Source: an optimization exercise on an open RTL-to-GDS flow (aim: a short achievable clock period and few clock cycles per item). Production flows keep margins and buffers that such runs may drop.
Only simulation tests tie the RTL to the original design; equivalence was not proved.

==> inputs of job 705 <==
// mips_core_top
module mips_core_top (
    input  logic                aclk,
    input  logic                arst_n,
    output logic [31:0]      inst_addr,
    input  logic [31:0]      inst_rdata,
    output logic                dmem_en,
    output logic                dmem_we,
    output logic [31:0]         dmem_addr,
    output logic [31:0]         dmem_wdata,
    input  logic [31:0]      dmem_rdata,
    output logic [31:0]      debug_wb_pc,
    output logic [31:0]      debug_wb_rf_wdata,
    output logic [3:0]          debug_wb_rf_wen,
    output logic [4:0]   debug_wb_rf_wnum
);
clock: 10.0 ns
lec_check: 0
abc_clock_period_in_ps: 3000
cap_margin: 20
core_margin: 2
core_utilization: 50
slew_margin: 20
synth_hierarchical: 1
standard.sh (not shown) runs the stock make flow with config.mk's settings and CLKGATE_MAP_FILE= SYNTH_SCRIPT=/design/flow/synth_recipe.tcl, a recipe that flattens the netlist after the stock synthesis.
==> flow/flow/run.sh <==
#!/bin/bash
# The standard layout with one change:
#  - setup repair aims well past the 10 ns clock, so the achieved period
#    keeps shrinking;
cp standard.sh standard_sh.copy.log
cp config.mk config_mk.copy.log
export SETUP_SLACK_MARGIN=7
bash standard.sh > standard.log 2>&1
==> job 8846 (differences from job 705) <==
--- a/flow/design.v
+++ b/flow/design.v
@@ -72,70 +72,16 @@
     typedef struct packed {
         logic           enable;
         logic           write;
         logic [31:0] addr;
         logic [31:0] wdata;
     } dmem_req_t;
 endpackage
 `timescale 1ns/1ps
-module fetch_next (
-    input  logic [31:2] pc,
-    input  logic [31:0] inst_rdata,
-    input  logic        x_redirect,    
-    input  logic [31:2] e_target,
-    input  logic        d_redir,       
-    input  logic [31:2] d_tgt,
-    input  logic        stall,
-    input  logic        bt_hit,        
-    input  logic [31:2] bt_tgt,
-    output logic        f_ub,
-    output logic        f_short,
-    output logic [31:2] pc_next
-);
-    logic [5:0]  a, b, g, p, sum;
-    logic [6:0]  c;
-    logic [31:8] pc_hi_p, pc_hi_m, hi_c1, hi_c0;
-    logic [31:2] f_tgt, pc_inc, pc_seq;
-    assign f_ub    = (inst_rdata[31:26] == isa_pkg::OP_BEQ) &&
-                     (inst_rdata[25:21] == inst_rdata[20:16]);
-    assign f_short = (inst_rdata[15:5] == 11'h000) || (inst_rdata[15:5] == 11'h7ff);
-    assign a = pc[7:2];
-    assign b = inst_rdata[5:0];
-    assign g = a & b;
-    assign p = a ^ b;
-    assign c[0] = 1'b1;
-    assign c[1] = g[0] | p[0];
-    assign c[2] = g[1] | (p[1] & g[0]) | (p[1] & p[0]);
-    assign c[3] = g[2] | (p[2] & g[1]) | (p[2] & p[1] & g[0]) | (p[2] & p[1] & p[0]);
-    assign c[4] = g[3] | (p[3] & g[2]) | (p[3] & p[2] & g[1]) |
-                  (p[3] & p[2] & p[1] & g[0]) | (p[3] & p[2] & p[1] & p[0]);
-    assign c[5] = g[4] | (p[4] & g[3]) | (p[4] & p[3] & g[2]) |
-                  (p[4] & p[3] & p[2] & g[1]) | (p[4] & p[3] & p[2] & p[1] & g[0]) |
-                  (p[4] & p[3] & p[2] & p[1] & p[0]);
-    assign c[6] = g[5] | (p[5] & g[4]) | (p[5] & p[4] & g[3]) |
-                  (p[5] & p[4] & p[3] & g[2]) | (p[5] & p[4] & p[3] & p[2] & g[1]) |
-                  (p[5] & p[4] & p[3] & p[2] & p[1] & g[0]) |
-                  (p[5] & p[4] & p[3] & p[2] & p[1] & p[0]);
-    assign sum = p ^ c[5:0];
-    assign pc_hi_p = pc[31:8] + 24'd1;
-    assign pc_hi_m = pc[31:8] - 24'd1;
-    assign hi_c1   = inst_rdata[5] ? pc[31:8] : pc_hi_p;    
-    assign hi_c0   = inst_rdata[5] ? pc_hi_m  : pc[31:8];   
-    assign f_tgt   = {(c[6] ? hi_c1 : hi_c0), sum};
-    assign pc_inc  = pc + 30'd1;
-    assign pc_seq  = bt_hit ? bt_tgt : pc_inc;
-    always_comb begin
-        if (x_redirect)                  pc_next = e_target;
-        else if (d_redir)                pc_next = d_tgt;
-        else if (stall)                  pc_next = pc;
-        else if (f_ub)                   pc_next = f_tgt;
-        else                             pc_next = pc_seq;
-    end
-endmodule
 `timescale 1ns/1ps
 module reg_file (
     input  logic        aclk,
     input  logic        arst_n,
     input  logic [4:0]  ra,
     input  logic [4:0]  rb,
     input  logic [31:0] ra_oh,   
     input  logic [31:0] rb_oh,
@@ -219,17 +165,16 @@
     output logic [4:0]   debug_wb_rf_wnum
 );
     localparam int BTB_N = 4;
     logic [31:2] pc;                  
     logic        d_valid;
     logic [31:2] d_pc;
     logic [31:0] d_instr;
     logic        d_nseq;              
-    logic        d_fub;               
     logic [31:0] d_rs_oh, d_rt_oh;    
     logic        e_valid;             
     logic [31:2] e_pc;
     logic [31:0] e_a;
     logic [31:0] e_b;
     logic [31:0] e_sd;                
     logic [4:0]  e_dst;
     logic        e_we;                
@@ -346,19 +291,17 @@
     assign a_w = m_we && (m_dst == rs);
     assign t_m = e_we && (e_dst == rt);
     assign t_w = m_we && (m_dst == rt);
     logic [31:0] op_a, op_b;
     assign op_a = a_w ? m_value : rf_a;
     assign op_b = t_w ? m_value : rf_b;
     logic        d_redir;
     logic [31:2] d_tgt;
-    logic        d_ub;
-    assign d_ub    = d_valid && is_ub && !x_redirect && !x_kill;
-    assign d_redir = d_ub && !d_fub;
+    assign d_redir = d_valid && is_ub && !x_redirect && !x_kill;
     assign d_tgt   = d_pc + 30'd1 + imm_s[29:0];
     assign d_go = d_valid && !stall && !x_redirect && !x_kill &&
                   (r_ok || is_addiu || is_lui || is_lw || is_sw || is_cb);
     always_ff @(posedge aclk or negedge arst_n) begin
         if (!arst_n) begin
             e_valid  <= 1'b0;
             e_we     <= 1'b0;
             e_load   <= 1'b0;
@@ -406,78 +349,69 @@
     always_ff @(posedge aclk) begin
         e_pc     <= d_pc;
         e_a      <= is_lui ? '0 : op_a;
         e_b      <= is_lui ? {d_instr[15:0], 16'h0000} :
                     (use_imm ? imm_s : (dec_sub ? ~op_b : op_b));
         e_sd     <= op_b;
         e_target <= d_pc + 30'd1 + imm_s[29:0];
     end
-    logic [31:2] bt_hit_tgt, pc_next;
+    logic [31:2] pc_inc, bt_hit_tgt, pc_next;
     logic        bt_hit;
-    logic        f_ub, f_short;
-    fetch_next u_fetch_next (
-        .pc         (pc),
-        .inst_rdata (inst_rdata),
-        .x_redirect (x_redirect),
-        .e_target   (e_target),
-        .d_redir    (d_redir),
-        .d_tgt      (d_tgt),
-        .stall      (stall),
-        .bt_hit     (bt_hit),
-        .bt_tgt     (bt_hit_tgt),
-        .f_ub       (f_ub),
-        .f_short    (f_short),
-        .pc_next    (pc_next)
-    );
     logic [31:2] pc_o;
     assign inst_addr = {pc_o, 2'b00};
     always_ff @(posedge aclk) begin
         pc_o <= arst_n ? pc_next : '0;
     end
+    assign pc_inc    = pc + 30'd1;
     always_comb begin
         bt_hit     = 1'b0;
-        bt_hit_tgt = bt_tgt[0];
+        bt_hit_tgt = pc_inc;
         for (int i = 0; i < BTB_N; i++) begin
             if (bt_v[i] && bt_key[i] == pc) begin
                 bt_hit     = 1'b1;
                 bt_hit_tgt = bt_tgt[i];
             end
         end
     end
+    always_comb begin
+        if (x_redirect)   pc_next = e_target;
+        else if (d_redir) pc_next = d_tgt;
+        else if (stall)   pc_next = pc;
+        else if (bt_hit)  pc_next = bt_hit_tgt;
+        else             pc_next = pc_inc;
+    end
     always_ff @(posedge aclk or negedge arst_n) begin
         if (!arst_n) begin
             pc      <= '0;
             d_valid <= 1'b0;
             d_nseq  <= 1'b0;
-            d_fub   <= 1'b0;
             d_instr <= '0;
         end else begin
             pc <= pc_next;
             if (x_redirect || d_redir) d_valid <= 1'b0;
             else if (!stall)           d_valid <= 1'b1;
             if (!stall) begin
-                d_nseq  <= f_ub || bt_hit;
-                d_fub   <= f_ub && f_short;
+                d_nseq  <= bt_hit;
                 d_instr <= inst_rdata;
             end
         end
     end
     always_ff @(posedge aclk) begin
         if (!stall) begin
             d_pc    <= pc;
             d_rs_oh <= 32'd1 << inst_rdata[25:21];
             d_rt_oh <= 32'd1 << inst_rdata[20:16];
         end
     end
     logic        l_v, bt_known;
     logic [31:2] l_key, l_tgt;
     always_ff @(posedge aclk or negedge arst_n) begin
         if (!arst_n) l_v <= 1'b0;
-        else         l_v <= d_ub;
+        else         l_v <= d_redir;
     end
     always_ff @(posedge aclk) begin
         l_key <= d_pc - 30'd1;
         l_tgt <= d_tgt;
     end
     always_comb begin
         bt_known = 1'b0;
         for (int i = 0; i < BTB_N; i++) begin
@@ -537,16 +471,19 @@
     logic [31:0] w_rfd, w_data_o;
     logic        w_we_o;
     logic [4:0]  w_dst_o;
     assign m_value = m_load ? dmem_rdata : m_result;
     always_ff @(posedge aclk) begin
         w_pc     <= m_pc;
         if (m_we) w_rfd <= m_value;
         w_we_o   <= m_we;
-        w_data_o <= m_value;
         w_dst_o  <= m_dst;
     end
+    always_ff @(posedge aclk or negedge arst_n) begin
+        if (!arst_n) w_data_o <= '0;
+        else         w_data_o <= m_value;
+    end
     assign debug_wb_pc       = {w_pc, 2'b00};
     assign debug_wb_rf_wdata = w_data_o;
     assign debug_wb_rf_wen   = {4{w_we_o}};
     assign debug_wb_rf_wnum  = w_dst_o;
 endmodule
==> job 188 (differences from job 705) <==
--- a/flow/design.v
+++ b/flow/design.v
@@ -164,46 +164,65 @@
             rdata_a = rdata_a | (regs[i] & {32{ra_oh[i]}});
             rdata_b = rdata_b | (regs[i] & {32{rb_oh[i]}});
         end
         if (we && wdst == ra && ra != '0) rdata_a = wdata;
         if (we && wdst == rb && rb != '0) rdata_b = wdata;
     end
 endmodule
 `timescale 1ns/1ps
+module alu_ctl_reg (
+    input  logic       aclk,
+    input  logic       arst_n,
+    input  logic [7:0] d,
+    output logic [7:0] q
+);
+    always_ff @(posedge aclk or negedge arst_n) begin
+        if (!arst_n) q <= '0;
+        else         q <= d;
+    end
+endmodule
 `timescale 1ns/1ps
 module alu (
     input  logic [31:0] m_result,     
     input  logic [31:0] m_result_n,   
     input  logic [31:0] e_a,
     input  logic [31:0] e_b,          
-    input  logic        e_a_m,        
-    input  logic        e_a_e,        
-    input  logic        e_b_mp,       
-    input  logic        e_b_mn,       
-    input  logic        e_b_e,        
+    input  logic [3:0]  e_a_m,        
+    input  logic [3:0]  e_a_e,        
+    input  logic [3:0]  e_b_mp,       
+    input  logic [3:0]  e_b_mn,       
+    input  logic [3:0]  e_b_e,        
     input  logic        e_sub,
-    input  logic        e_r_sum,
-    input  logic        e_r_and,
-    input  logic        e_r_or,
+    input  logic [3:0]  e_r_sum,
+    input  logic [3:0]  e_r_and,
+    input  logic [3:0]  e_r_or,
     input  logic        e_r_slt,
     output logic [31:0] x_res
 );
     logic [31:0] x_a, x_bb, x_sum;
+    logic [31:0] s_am, s_ae, s_bmp, s_bmn, s_be, s_sum, s_and, s_or;
     logic [32:0] x_sum33;
     logic        x_slt;
-    assign x_a  = ({32{e_a_m}} & m_result) | ({32{e_a_e}} & e_a);
-    assign x_bb = ({32{e_b_mp}} & m_result) | ({32{e_b_mn}} & m_result_n) |
-                  ({32{e_b_e}} & e_b);
+    assign s_am  = {{8{e_a_m[3]}},   {8{e_a_m[2]}},   {8{e_a_m[1]}},   {8{e_a_m[0]}}};
+    assign s_ae  = {{8{e_a_e[3]}},   {8{e_a_e[2]}},   {8{e_a_e[1]}},   {8{e_a_e[0]}}};
+    assign s_bmp = {{8{e_b_mp[3]}},  {8{e_b_mp[2]}},  {8{e_b_mp[1]}},  {8{e_b_mp[0]}}};
+    assign s_bmn = {{8{e_b_mn[3]}},  {8{e_b_mn[2]}},  {8{e_b_mn[1]}},  {8{e_b_mn[0]}}};
+    assign s_be  = {{8{e_b_e[3]}},   {8{e_b_e[2]}},   {8{e_b_e[1]}},   {8{e_b_e[0]}}};
+    assign s_sum = {{8{e_r_sum[3]}}, {8{e_r_sum[2]}}, {8{e_r_sum[1]}}, {8{e_r_sum[0]}}};
+    assign s_and = {{8{e_r_and[3]}}, {8{e_r_and[2]}}, {8{e_r_and[1]}}, {8{e_r_and[0]}}};
+    assign s_or  = {{8{e_r_or[3]}},  {8{e_r_or[2]}},  {8{e_r_or[1]}},  {8{e_r_or[0]}}};
+    assign x_a  = (s_am & m_result) | (s_ae & e_a);
+    assign x_bb = (s_bmp & m_result) | (s_bmn & m_result_n) | (s_be & e_b);
     assign x_sum33 = {x_a, 1'b1} + {x_bb, e_sub};
     assign x_sum   = x_sum33[32:1];
     assign x_slt = (x_a[31] == x_bb[31]) ? x_a[31] : x_sum[31];
-    assign x_res = ({32{e_r_sum}} & x_sum) |
-                   ({32{e_r_and}} & (x_a & x_bb)) |
-                   ({32{e_r_or}}  & (x_a | x_bb)) |
+    assign x_res = (s_sum & x_sum) |
+                   (s_and & (x_a & x_bb)) |
+                   (s_or  & (x_a | x_bb)) |
                    {31'd0, e_r_slt & x_slt};
 endmodule
 `timescale 1ns/1ps
 `timescale 1ns/1ps
 module mips_core_top (
     input  logic                aclk,
     input  logic                arst_n,
     output logic [31:0]      inst_addr,
@@ -267,25 +286,25 @@
     logic [$clog2(BTB_N)-1:0] bt_ptr;
     logic [31:0] x_sd, x_res;
     logic        x_eq, x_taken, x_redirect, x_kill;
     alu u_alu (
         .m_result   (m_result),
         .m_result_n (m_result_n),
         .e_a        (e_a),
         .e_b        (e_b),
-        .e_a_m      (e_a_m),
-        .e_a_e      (e_a_e),
-        .e_b_mp     (e_b_mp),
-        .e_b_mn     (e_b_mn),
-        .e_b_e      (e_b_e),
+        .e_a_m      (c_a_m),
+        .e_a_e      (c_a_e),
+        .e_b_mp     (c_b_mp),
+        .e_b_mn     (c_b_mn),
+        .e_b_e      (c_b_e),
         .e_sub      (e_sub),
-        .e_r_sum    (e_r_sum),
-        .e_r_and    (e_r_and),
-        .e_r_or     (e_r_or),
+        .e_r_sum    (c_r_sum),
+        .e_r_and    (c_r_and),
+        .e_r_or     (c_r_or),
         .e_r_slt    (e_r_slt),
         .x_res      (x_res)
     );
     assign x_sd = e_s_m ? m_result : e_sd;
     logic eq_me, eq_em, eq_ee;
     assign eq_me = (m_result == e_b);
     assign eq_em = (e_a == m_result);
     assign eq_ee = (e_a == e_b);
@@ -350,16 +369,44 @@
     assign op_a = a_w ? m_value : rf_a;
     assign op_b = t_w ? m_value : rf_b;
     logic        d_redir;
     logic [31:2] d_tgt;
     logic        d_ub;
     assign d_ub    = d_valid && is_ub && !x_redirect && !x_kill;
     assign d_redir = d_ub && !d_fub;
     assign d_tgt   = d_pc + 30'd1 + imm_s[29:0];
+    logic [7:0] ctl_d;
+    logic [7:0] ctl_q [4];
+    logic [3:0] c_a_m, c_a_e, c_b_mp, c_b_mn, c_b_e, c_r_sum, c_r_and, c_r_or;
+    assign ctl_d = {use_rs && a_m,
+                    !(use_rs && a_m),
+                    !use_imm && use_rt && t_m && !dec_sub,
+                    !use_imm && use_rt && t_m &&  dec_sub,
+                    !(!use_imm && use_rt && t_m),
+                    !(is_r && (fn == isa_pkg::FN_AND || fn == isa_pkg::FN_OR ||
+                               fn == isa_pkg::FN_SLT)),
+                    is_r && (fn == isa_pkg::FN_AND),
+                    is_r && (fn == isa_pkg::FN_OR)};
+    for (genvar k = 0; k < 4; k++) begin : g_ctl
+        alu_ctl_reg u_ctl (
+            .aclk   (aclk),
+            .arst_n (arst_n),
+            .d      (ctl_d),
+            .q      (ctl_q[k])
+        );
+        assign c_a_m[k]   = ctl_q[k][7];
+        assign c_a_e[k]   = ctl_q[k][6];
+        assign c_b_mp[k]  = ctl_q[k][5];
+        assign c_b_mn[k]  = ctl_q[k][4];
+        assign c_b_e[k]   = ctl_q[k][3];
+        assign c_r_sum[k] = ctl_q[k][2];
+        assign c_r_and[k] = ctl_q[k][1];
+        assign c_r_or[k]  = ctl_q[k][0];
+    end
     assign d_go = d_valid && !stall && !x_redirect && !x_kill &&
                   (r_ok || is_addiu || is_lui || is_lw || is_sw || is_cb);
     always_ff @(posedge aclk or negedge arst_n) begin
         if (!arst_n) begin
             e_valid  <= 1'b0;
             e_we     <= 1'b0;
             e_load   <= 1'b0;
             e_store  <= 1'b0;
@@ -383,27 +430,26 @@
             e_valid  <= d_go;
             e_we     <= d_go && dec_we;
             e_load   <= d_go && is_lw;
             e_store  <= d_go && is_sw;
             e_branch <= d_go && is_cb;
             e_skip1  <= d_go && is_cb && (d_instr[15:0] == 16'd1) && !d_nseq;
             e_dst    <= dec_dst;
             e_sub    <= dec_sub;
-            e_r_sum  <= !(is_r && (fn == isa_pkg::FN_AND || fn == isa_pkg::FN_OR ||
-                                    fn == isa_pkg::FN_SLT));
-            e_r_and  <= is_r && (fn == isa_pkg::FN_AND);
-            e_r_or   <= is_r && (fn == isa_pkg::FN_OR);
+            e_r_sum  <= ctl_d[2];
+            e_r_and  <= ctl_d[1];
+            e_r_or   <= ctl_d[0];
             e_r_slt  <= is_r && (fn == isa_pkg::FN_SLT);
-            e_a_m    <= use_rs && a_m;
-            e_a_e    <= !(use_rs && a_m);
+            e_a_m    <= ctl_d[7];
+            e_a_e    <= ctl_d[6];
             e_b_m    <= !use_imm && use_rt && t_m;
-            e_b_e    <= !(!use_imm && use_rt && t_m);
-            e_b_mp   <= !use_imm && use_rt && t_m && !dec_sub;
-            e_b_mn   <= !use_imm && use_rt && t_m &&  dec_sub;
+            e_b_e    <= ctl_d[3];
+            e_b_mp   <= ctl_d[5];
+            e_b_mn   <= ctl_d[4];
             e_s_m    <= use_rt && t_m;
             e_s_l    <= is_sw && t_m && e_load;
         end
     end
     always_ff @(posedge aclk) begin
         e_pc     <= d_pc;
         e_a      <= is_lui ? '0 : op_a;
         e_b      <= is_lui ? {d_instr[15:0], 16'h0000} :
- CORE_UTILIZATION: 50 -> 58
==> results.yml <==
outcome:
  status: "finished clean"
critical_path:
  reg2reg_to: "m_result_n[28]"
  crit_end: "m_result_n[28]"
  worst_ep_required_time_ns: 10.75
  cp.depth: 17
power_and_ir_drop:
  internal_power_mw: 13.7
  power_switching_mw: 4.95
sta:
  skew_ns: 0.0509
  hold_slack_ns: 0.301
final_layout:
  multi_input_area_share_pct: 38.2
  clock_area_share_pct: 6.45
  nClkBuffers: 293
worst_hold_path:
  min_to: "m_pc[26]"
yosys:
  synth.avg_cell_area_um2: 11.8
drt:
  drt-total-wl_um: 341000
-- figures above: job 8846

==> results.yml <==
final_layout:
  clock_area_share_pct: 6.40
  nClkBuffers: 300
  multi_input_area_share_pct: 38.5
yosys:
  synth.avg_cell_area_um2: 11.8
power_and_ir_drop:
  power_switching_mw: 5.58
  internal_power_mw: 14.4
outcome:
  status: "finished clean"
critical_path:
  crit_end: "m_addr[27]"
  reg2reg_to: "m_addr[27]"
-- figures above: job 188

==> results.yml <==
drt:
  drt-total-wl_um: 359000
final_layout:
  multi_input_area_share_pct: 38.6
worst_hold_path:
  min_to: "m_pc[29]"
outcome:
  status: "finished clean"
sta:
  hold_slack_ns: 0.321
power_and_ir_drop:
  internal_power_mw: 14.1
  power_switching_mw: 5.68
yosys:
  synth.avg_cell_area_um2: 11.7
-- figures above: job 705

Testbench counts of job 705, summed over its fixed seeds: cycles 47,980, instrs 47,475.
Testbench counts of job 8846, summed over its fixed seeds: cycles 49,768, instrs 47,475.
Testbench counts of job 188, summed over its fixed seeds: cycles 47,980, instrs 47,475.

-- what the ideal ports hide --
The flow's constraints put no driver on any port. The routed layouts listed below were extracted and timed again, unchanged, in two steps. Step 1 assumes that a clkbuf_16 drives the clock port and a buf_2 every other input. Step 2 times the ports against the registers' clock, not the clock port: input delays grow and output delays shrink by t, the midpoint of the rising clock arrivals with the driver on. Slacks: ideal ports / drivers / drivers and shift; pairs: ideal ports / drivers.
| run | shift t [ns] | setup slack, ns | clock arrival spread, ns | worst register clock-pin slew, ns |
|---|---|---|---|---|
| job 705 | 0.934 | 6.172 / 6.172 / 5.542 | 0.043 / 0.044 | 0.08 / 0.08 |
| job 8846 | 0.921 | 6.306 / 6.306 / 6.136 | 0.055 / 0.056 | 0.07 / 0.07 |
| job 188 | 0.904 | 6.373 / 6.373 / 5.639 | 0.046 / 0.046 | 0.07 / 0.07 |
After both steps every run listed still meets setup and hold. For job 188, which loses most, drivers alone change the setup slack by 0.000 ns; drivers and shift together by -0.734 ns.
